This design comes from an exercise in tuning for small area on the open sky130 flow, not from production work. Only simulation tests tie the RTL to the original design; equivalence was not proved.

==> flow/design.v <==
package lpg_pkg;
	localparam logic [1:0] MODE_SOLID  = 2'd0;
	localparam logic [1:0] MODE_BLINK  = 2'd1;
	localparam logic [1:0] MODE_DOUBLE = 2'd2;
	localparam logic [1:0] MODE_BREATH = 2'd3;
	localparam logic [2:0] REG_MODE     = 3'd0;
	localparam logic [2:0] REG_RED      = 3'd1;
	localparam logic [2:0] REG_GREEN    = 3'd2;
	localparam logic [2:0] REG_BLUE     = 3'd3;
	localparam logic [2:0] REG_INTERVAL = 3'd4;
	localparam logic [15:0] BLINK_INTERVAL_RESET = 16'd500;
endpackage
import lpg_pkg::*;
module lpg_cfg_regs
(
	input  logic        clk,
	input  logic        arst_n,
	input  logic        cfg_we,
	input  logic [2:0]  cfg_index,
	input  logic [15:0] cfg_wdata,
	output logic [1:0]  mode,
	output logic [23:0] color,       
	output logic [15:0] interval,
	output logic        ramp_restart
);
	always_ff @(posedge clk or negedge arst_n) begin
		if (!arst_n) begin
			mode     <= MODE_SOLID;
			color    <= '0;
			interval <= BLINK_INTERVAL_RESET;
		end else if (cfg_we) begin
			case (cfg_index)
				REG_MODE:     mode          <= cfg_wdata[1:0];
				REG_RED:      color[7:0]    <= cfg_wdata[7:0];
				REG_GREEN:    color[15:8]   <= cfg_wdata[7:0];
				REG_BLUE:     color[23:16]  <= cfg_wdata[7:0];
				REG_INTERVAL: interval      <= cfg_wdata;
				default: begin
				end
			endcase
		end
	end
	assign ramp_restart = cfg_we && (cfg_index == REG_MODE) && (cfg_wdata[1:0] == MODE_BREATH);
endmodule
import lpg_pkg::*;
module lpg_core
(
	input  logic        clk,
	input  logic        arst_n,
	input  logic [1:0]  mode,
	input  logic [23:0] color,
	input  logic [15:0] interval,
	input  logic        ramp_restart,
	input  logic        s1_go,
	input  logic [31:0] now,
	input  logic [23:0] prev_color,
	output logic        emit,
	output logic [23:0] result
);
	logic [31:0] blink_last_q;
	logic        blink_on_q;
	logic [31:0] dbl_last_q;
	logic [2:0]  dbl_cnt_q;
	logic [5:0]  ramp_k_q;      
	logic        ramp_fall_q;
	logic        blink_fire;
	logic        dbl_fire;
	logic [5:0]  k_d;
	logic        fall_d;
	logic [23:0] scaled;
	function automatic logic [31:0] sub32(input logic [31:0] a, input logic [31:0] b);
		logic br;
		logic [31:0] d;
		br = 1'b0;
		for (int i = 0; i < 32; i++) begin
			d[i] = a[i] ^ b[i] ^ br;
			br   = (!a[i] & (b[i] | br)) | (b[i] & br);
		end
		sub32 = d;
	endfunction
	function automatic logic gt16(input logic [15:0] a, input logic [15:0] b);
		logic g;
		g = 1'b0;
		for (int i = 0; i < 16; i++)
			g = (a[i] & !b[i]) | (!(a[i] ^ b[i]) & g);
		gt16 = g;
	endfunction
	logic [31:0] blink_diff;
	logic [31:0] dbl_diff;
	assign blink_diff = sub32(now, blink_last_q);
	assign dbl_diff   = sub32(now, dbl_last_q);
	assign blink_fire = (|blink_diff[31:16]) || gt16(blink_diff[15:0], interval);
	assign dbl_fire   = (|dbl_diff[31:7]) || (dbl_diff[6:0] > 7'd100);
	always_comb begin
		if (ramp_fall_q) begin
			k_d    = ramp_k_q - 6'd1;
			fall_d = (ramp_k_q != 6'd1);
		end else begin
			k_d    = ramp_k_q + 6'd1;
			fall_d = (ramp_k_q == 6'd49);
		end
	end
	lpg_scale u_red   (.c(color[7:0]),   .k(k_d), .q(scaled[7:0]));
	lpg_scale u_green (.c(color[15:8]),  .k(k_d), .q(scaled[15:8]));
	lpg_scale u_blue  (.c(color[23:16]), .k(k_d), .q(scaled[23:16]));
	always_comb begin
		case (mode)
			MODE_SOLID: begin
				emit   = 1'b1;
				result = color;
			end
			MODE_BLINK: begin
				emit   = blink_fire;
				result = blink_on_q ? '0 : color;
			end
			MODE_DOUBLE: begin
				emit   = dbl_fire;
				result = dbl_cnt_q[2] ? prev_color : (dbl_cnt_q[1] ? '0 : color);
			end
			default: begin
				emit   = 1'b1;
				result = scaled;
			end
		endcase
	end
	always_ff @(posedge clk or negedge arst_n) begin
		if (!arst_n) begin
			blink_last_q <= '0;
			blink_on_q   <= 1'b0;
			dbl_last_q   <= '0;
			dbl_cnt_q    <= '0;
			ramp_k_q     <= '0;
			ramp_fall_q  <= 1'b0;
		end else begin
			if (s1_go && (mode == MODE_BLINK) && blink_fire) begin
				blink_on_q   <= !blink_on_q;
				blink_last_q <= now;
			end
			if (s1_go && (mode == MODE_DOUBLE) && dbl_fire) begin
				dbl_cnt_q  <= dbl_cnt_q + 3'd1;
				dbl_last_q <= now;
			end
			if (ramp_restart) begin
				ramp_k_q    <= '0;
				ramp_fall_q <= 1'b0;
			end else if (s1_go && (mode == MODE_BREATH)) begin
				ramp_k_q    <= k_d;
				ramp_fall_q <= fall_d;
			end
		end
	end
endmodule
module lpg_scale
(
	input  logic [7:0] c,
	input  logic [5:0] k,
	output logic [7:0] q
);
	localparam logic [6:0] DIV = 7'd50;
	logic [13:0] acc;
	logic [13:0] sum;
	logic [13:0] pp;
	logic        cy;
	logic [6:0]  r;
	logic [6:0]  d;
	logic        b;
	always_comb begin
		acc = '0;
		for (int j = 0; j < 6; j++) begin
			pp = ({6'd0, c} & {14{k[j]}}) << j;
			cy = 1'b0;
			for (int i = 0; i < 14; i++) begin
				sum[i] = acc[i] ^ pp[i] ^ cy;
				cy     = (acc[i] & pp[i]) | (acc[i] & cy) | (pp[i] & cy);
			end
			acc = sum;
		end
		r = {1'b0, acc[13:8]};
		for (int j = 7; j >= 0; j--) begin
			r = {r[5:0], acc[j]};
			b = 1'b0;
			for (int i = 0; i < 7; i++) begin
				d[i] = r[i] ^ DIV[i] ^ b;
				b    = (!r[i] & (DIV[i] | b)) | (DIV[i] & b);
			end
			q[j] = !b;
			if (!b) r = d;
		end
	end
endmodule
import lpg_pkg::*;
module led_pattern_generator
(
	input  logic        clk,
	input  logic        arst_n,
	input  logic        cfg_we,
	input  logic [2:0]  cfg_index,
	input  logic [15:0] cfg_wdata,
	input  logic        s_tvalid,
	output logic        s_tready,
	input  logic [31:0] s_tdata,   
	output logic        m_tvalid,
	input  logic        m_tready,
	output logic [23:0] m_tdata    
);
	logic [1:0]  mode;
	logic [23:0] color;
	logic [15:0] interval;
	logic        ramp_restart;
	logic        valid_s1;
	logic [31:0] now_s1;
	logic        valid_s2;
	logic [23:0] color_s2;
	logic [23:0] color_q;
	logic        out_free;
	logic        s2_free;
	logic        s1_go;
	logic        emit;
	logic [23:0] result;
	assign out_free = !m_tvalid || m_tready;
	assign s2_free  = !valid_s2 || out_free;
	assign s1_go    = valid_s1 && s2_free;
	assign s_tready = !valid_s1 || s2_free;
	always_ff @(posedge clk or negedge arst_n) begin
		if (!arst_n) begin
			valid_s1 <= 1'b0;
		end else if (s_tready) begin
			valid_s1 <= s_tvalid;
		end
	end
	always_ff @(posedge clk) begin
		if (s_tready) begin
			now_s1 <= s_tdata;
		end
	end
	lpg_cfg_regs u_cfg (
		.clk          (clk),
		.arst_n       (arst_n),
		.cfg_we       (cfg_we),
		.cfg_index    (cfg_index),
		.cfg_wdata    (cfg_wdata),
		.mode         (mode),
		.color        (color),
		.interval     (interval),
		.ramp_restart (ramp_restart)
	);
	lpg_core u_core (
		.clk          (clk),
		.arst_n       (arst_n),
		.mode         (mode),
		.color        (color),
		.interval     (interval),
		.ramp_restart (ramp_restart),
		.s1_go        (s1_go),
		.now          (now_s1),
		.prev_color   (color_s2),
		.emit         (emit),
		.result       (result)
	);
	always_ff @(posedge clk or negedge arst_n) begin
		if (!arst_n) begin
			valid_s2 <= 1'b0;
			color_s2 <= '0;
			m_tvalid <= 1'b0;
		end else begin
			if (s2_free) begin
				valid_s2 <= valid_s1 && emit;
			end
			if (s1_go && emit) begin
				color_s2 <= result;
			end
			if (out_free) begin
				m_tvalid <= valid_s2;
			end
		end
	end
	always_ff @(posedge clk) begin
		if (out_free) begin
			color_q <= color_s2;
		end
	end
	assign m_tdata = color_q;
endmodule
==> flow/run.sh <==
#!/bin/bash
# synth_recipe.tcl (not shown) runs the flow's synth.tcl, then flattens the netlist and writes it again
# the make line also repeats each setting of config.mk as NAME=value (left out here)
make -C /OpenROAD-flow-scripts/flow DESIGN_CONFIG=/design/flow/config.mk WORK_HOME=/design/flow/orfs CLKGATE_MAP_FILE= SYNTH_SCRIPT=/design/flow/synth_recipe.tcl finish
==> flow/config.mk <==
export PLATFORM = sky130hd
export DESIGN_NAME = led_pattern_generator
export DESIGN_NICKNAME = led_pattern_generator
export VERILOG_FILES = /design/flow/design.v
export SDC_FILE = /design/flow/constraint.sdc
export NUM_CORES = 4
export LEC_CHECK = 0
export CAP_MARGIN = 20
export CORE_MARGIN = 2
export CORE_UTILIZATION = 40
export SLEW_MARGIN = 20
==> flow/constraint.sdc <==
create_clock -name core_clock -period 10.0 [get_ports {clk}]
set_input_delay 2.0000 -clock core_clock [delete_from_list [all_inputs] [get_ports {clk}]]
set_output_delay 2.0000 -clock core_clock [all_outputs]
set_load 0.01 [all_outputs]
==> run summary <==
biggest fanout along the worst timing path=4; area growth from synthesis to layout=44.3%; Rel. slew slack=0.380; class of the most critical setup path=reg2reg; Slew @ Worst Pin=0.931 ns; effective utilization at floorplan=0.404; count of TritonRoute iterations in the first routing pass=5; count of cells along the worst hold path=2; first-pass GRT wire length=65.0 mm; unrepaired setup endpoints after global routing=true; cell row count=73; clk_skew=0.0138 ns; Via Count=11912; total wire length=40.2 mm; depth of the worst register-to-register path=75; type of element capturing the critical path=register; TritonCTS clock tree=done; Yosys top cell by area=sky130_fd_sc_hd__dfrtp_1; Slew Viols, Final=0; endpoint with the worst hold slack=m_tvalid; reg-to-reg setup timing slack=-5.72 ns; Fin. Hold Viols=0; source of the worst hold timing path=valid_s2; area of the mapped netlist=0.0160 mm2; overall global routing resource usage=0.199; number of placed cells counting well taps=2263; Die Y-Extent=204 um; Max Cap Violations=0; cells taking the most area after synthesis=sky130_fd_sc_hd__dfrtp_1 (22%), sky130_fd_sc_hd__fa_1 (20%), sky130_fd_sc_hd__edfxtp_1 (11%); number of top-level pins=82; via count of the first global-routing pass=12870; top library cells by usage in the layout, fill and taps aside=sky130_fd_sc_hd__buf_4 (271), sky130_fd_sc_hd__inv_1 (164), sky130_fd_sc_hd__dfrtp_1 (138); Data required, critical path=10.35 ns; Remaining Overflow, GRT=0; total core area=0.0395 mm2; number of nets at the end of the flow=2206; Wirelength per Cell=16.8 um; Critical Path Start Type=register; Primary FF master, synth=sky130_fd_sc_hd__dfrtp_1; Gate Count Post-Synth=1472; number of flip-flops and latches in the synthesized netlist=200; number of enable flip-flop cells after synthesis=56; status=failed layout checks; causes of the layout check failure=negative setup slack; Worst Setup Slack, final=-5.72 ns; r2r endpoint=color_s2[16]; Die X=204 um; hold slack final=0.444 ns; path class of the lowest-slack min-delay path=reg2reg; DRC=0; proportion of netlist area held by the largest area contributor=0.216; commonest non-fill, non-tap cell in the layout=sky130_fd_sc_hd__buf_4; share of the cycle needed by the critical path after routing=1.57; origin of the critical flop-to-flop path=u_core.ramp_k_q[0]; Clock transition at path regs=0.08 ns; pin count of the biggest net entering global routing=77; final RePlAce weighted congestion=0.885; H-tree level count=4; via-per-instance ratio=4.97; Critical Path Max Stage Delay=0.55 ns; Hold-fix buffers, CTS=0; most numerous cell on the critical path=sky130_fd_sc_hd__ha_4; DP Wirelength=28.4 mm; clock root buffer=sky130_fd_sc_hd__clkbuf_16; number of antenna violations at the first check in global routing=2; antenna fix cells=0; clock latency reported for the late side of the worst-skew pair=0.47 ns; Cell Count, Final, Fillers Out=2398; CTS buffer count=17; clock sink total=200; part of the Yosys area used for sequential elements=0.331; shortest period the worst path allows=15.72 ns; fin util=0.583; async set-or-reset flop fraction in the synthesized netlist=0.720; critical path's slowest cell=sky130_fd_sc_hd__fa_2; fraction of layout instances using a drive strength above 1=0.483; Arr. time, crit path=16.07 ns; Warnings, synthesis=4; iteration-0 DRC count of the detailed router=530; area of the die=0.0415 mm2; average size of a mapped cell=10.8 um2; number of library cell types mapped by synthesis=82; maximum clock frequency=63.6 MHz; number of port buffers=81; number of nets in the synthesized netlist=1818; Max Root-Sink Buffers=2; post-detailed-route count of antenna-violating nets=0; final count of negative-setup-slack endpoints=93
==> flip-flops by register name (all words and copies together) (netlist names), 6 cells and up <==
register / flops
color_s2: 24
color_q: 24
u_cfg.color: 24
u_core.ramp_k_q: 6
u_core.dbl_last_q: 32
u_cfg.interval: 16
u_core.blink_last_q: 32
now_s1: 32
==> cells in the mapped netlist (25+ instances only) <==
library cell,instances
sky130_fd_sc_hd__a21oi_1,25
sky130_fd_sc_hd__and2_1,91
sky130_fd_sc_hd__ha_1,128
sky130_fd_sc_hd__edfxtp_1,56
sky130_fd_sc_hd__nand2_1,135
sky130_fd_sc_hd__mux2_2,86
sky130_fd_sc_hd__inv_1,228
sky130_fd_sc_hd__nor2_1,43
sky130_fd_sc_hd__clkbuf_1,37
sky130_fd_sc_hd__fa_1,162
sky130_fd_sc_hd__o21ai_0,70
sky130_fd_sc_hd__dfrtp_1,138
==> metal layers <==
layer  vias up  wire [um]  track usage
met4         4        864       0.0597
met3        55       1040       0.0332
li1       5698          -            -
met2       171      21100        0.354
met1      5984      17200        0.249
met5         -         27            0
==> worst max path at each step <==
stage / start / end / slack (ns) / cells past startpoint
4_1_cts: u_core.ramp_k_q[0] / color_s2[8] / -5.58 / 76
5_1_grt: u_core.ramp_k_q[0] / color_s2[16] / -6.22 / 80
2_1_floorplan: u_core.ramp_k_q[0] / color_s2[16] / -6.13 / 78
3_5_place_dp: u_core.ramp_k_q[0] / color_s2[8] / -6.14 / 74
6_report: u_core.ramp_k_q[0] / color_s2[16] / -5.72 / 75
3_3_place_gp: u_core.ramp_k_q[0] / color_s2[17] / -5.77 / 74
==> through the flow <==
stage	TNS, ns	setup slack (ns)	cell area (um2)
after floorplan	-156.26	-6.13	17100
after global placement	-214.28	-5.77	20000
final	-215.65	-5.72	23000
after CTS	-275.42	-5.58	22500
after global routing	-248.77	-6.22	23000
after detailed placement	-220.22	-6.14	20000
==> cell type report <==
class | instances | area, um2
clock buffers | 18 | 439
inverters | 228 | 863
multi-input cells | 1001 | 11800
well taps | 525 | 657
flip-flops and latches | 200 | 5290
repair buffers | 412 | 3810
fillers | 3212 | 16500
clock inverters | 14 | 181
==> critical path, delay by kind of cell (launching register included) <==
kind / cells / cell delay (ns)
AND/OR/NAND/NOR: 5 / 0.88
adder cells (fa/ha/maj): 40 / 9.96
XOR/XNOR: 6 / 0.95
flip-flops: 1 / 0.40
AO/OA/AOI/OAI: 8 / 2.12
multiplexers: 2 / 0.43
buffers and inverters: 14 / 0.82
==> cell families (layout without fill, tap and decap cells) <==
group	Yosys count	count (layout)	synth area share
AO/OA/AOI/OAI	195	195	0.0852
multiplexers	108	108	0.0755
buffers and inverters	271	672	0.0646
adder cells (fa/ha/maj)	290	290	0.303
XOR/XNOR	30	30	0.0165
AND/OR/NAND/NOR	378	378	0.124
flip-flops	200	200	0.331
==> repair_timing <==
action,in CTS,in global routing
resized for setup,264,113
endpoints found under the hold margin,0,0
gates cloned,11,3
setup buffers,73,32
pin swaps,185,127
endpoints found under the setup margin,93,93

[port drivers added, routing unchanged]
The flow's constraints put no driver on any port. The routed layout listed below was extracted and timed again, unchanged, in two steps. Step 1: set_driving_cell puts a clkbuf_16 on clk and a buf_2 on each other input, an assumption about the parent block. Step 2 also shifts input and output timing later by t, the mid clock arrival at the registers, as if the neighbouring blocks saw the same clock. Three values: no drivers, after step 1, after step 2; two values: the first two.
shift t [ns]: 0.509
setup slack, ns: -5.720 / -5.720 / -5.720
worst setup path after step 2: register to register
For this run, drivers alone change the setup slack by 0.000 ns; drivers and shift together by 0.000 ns.
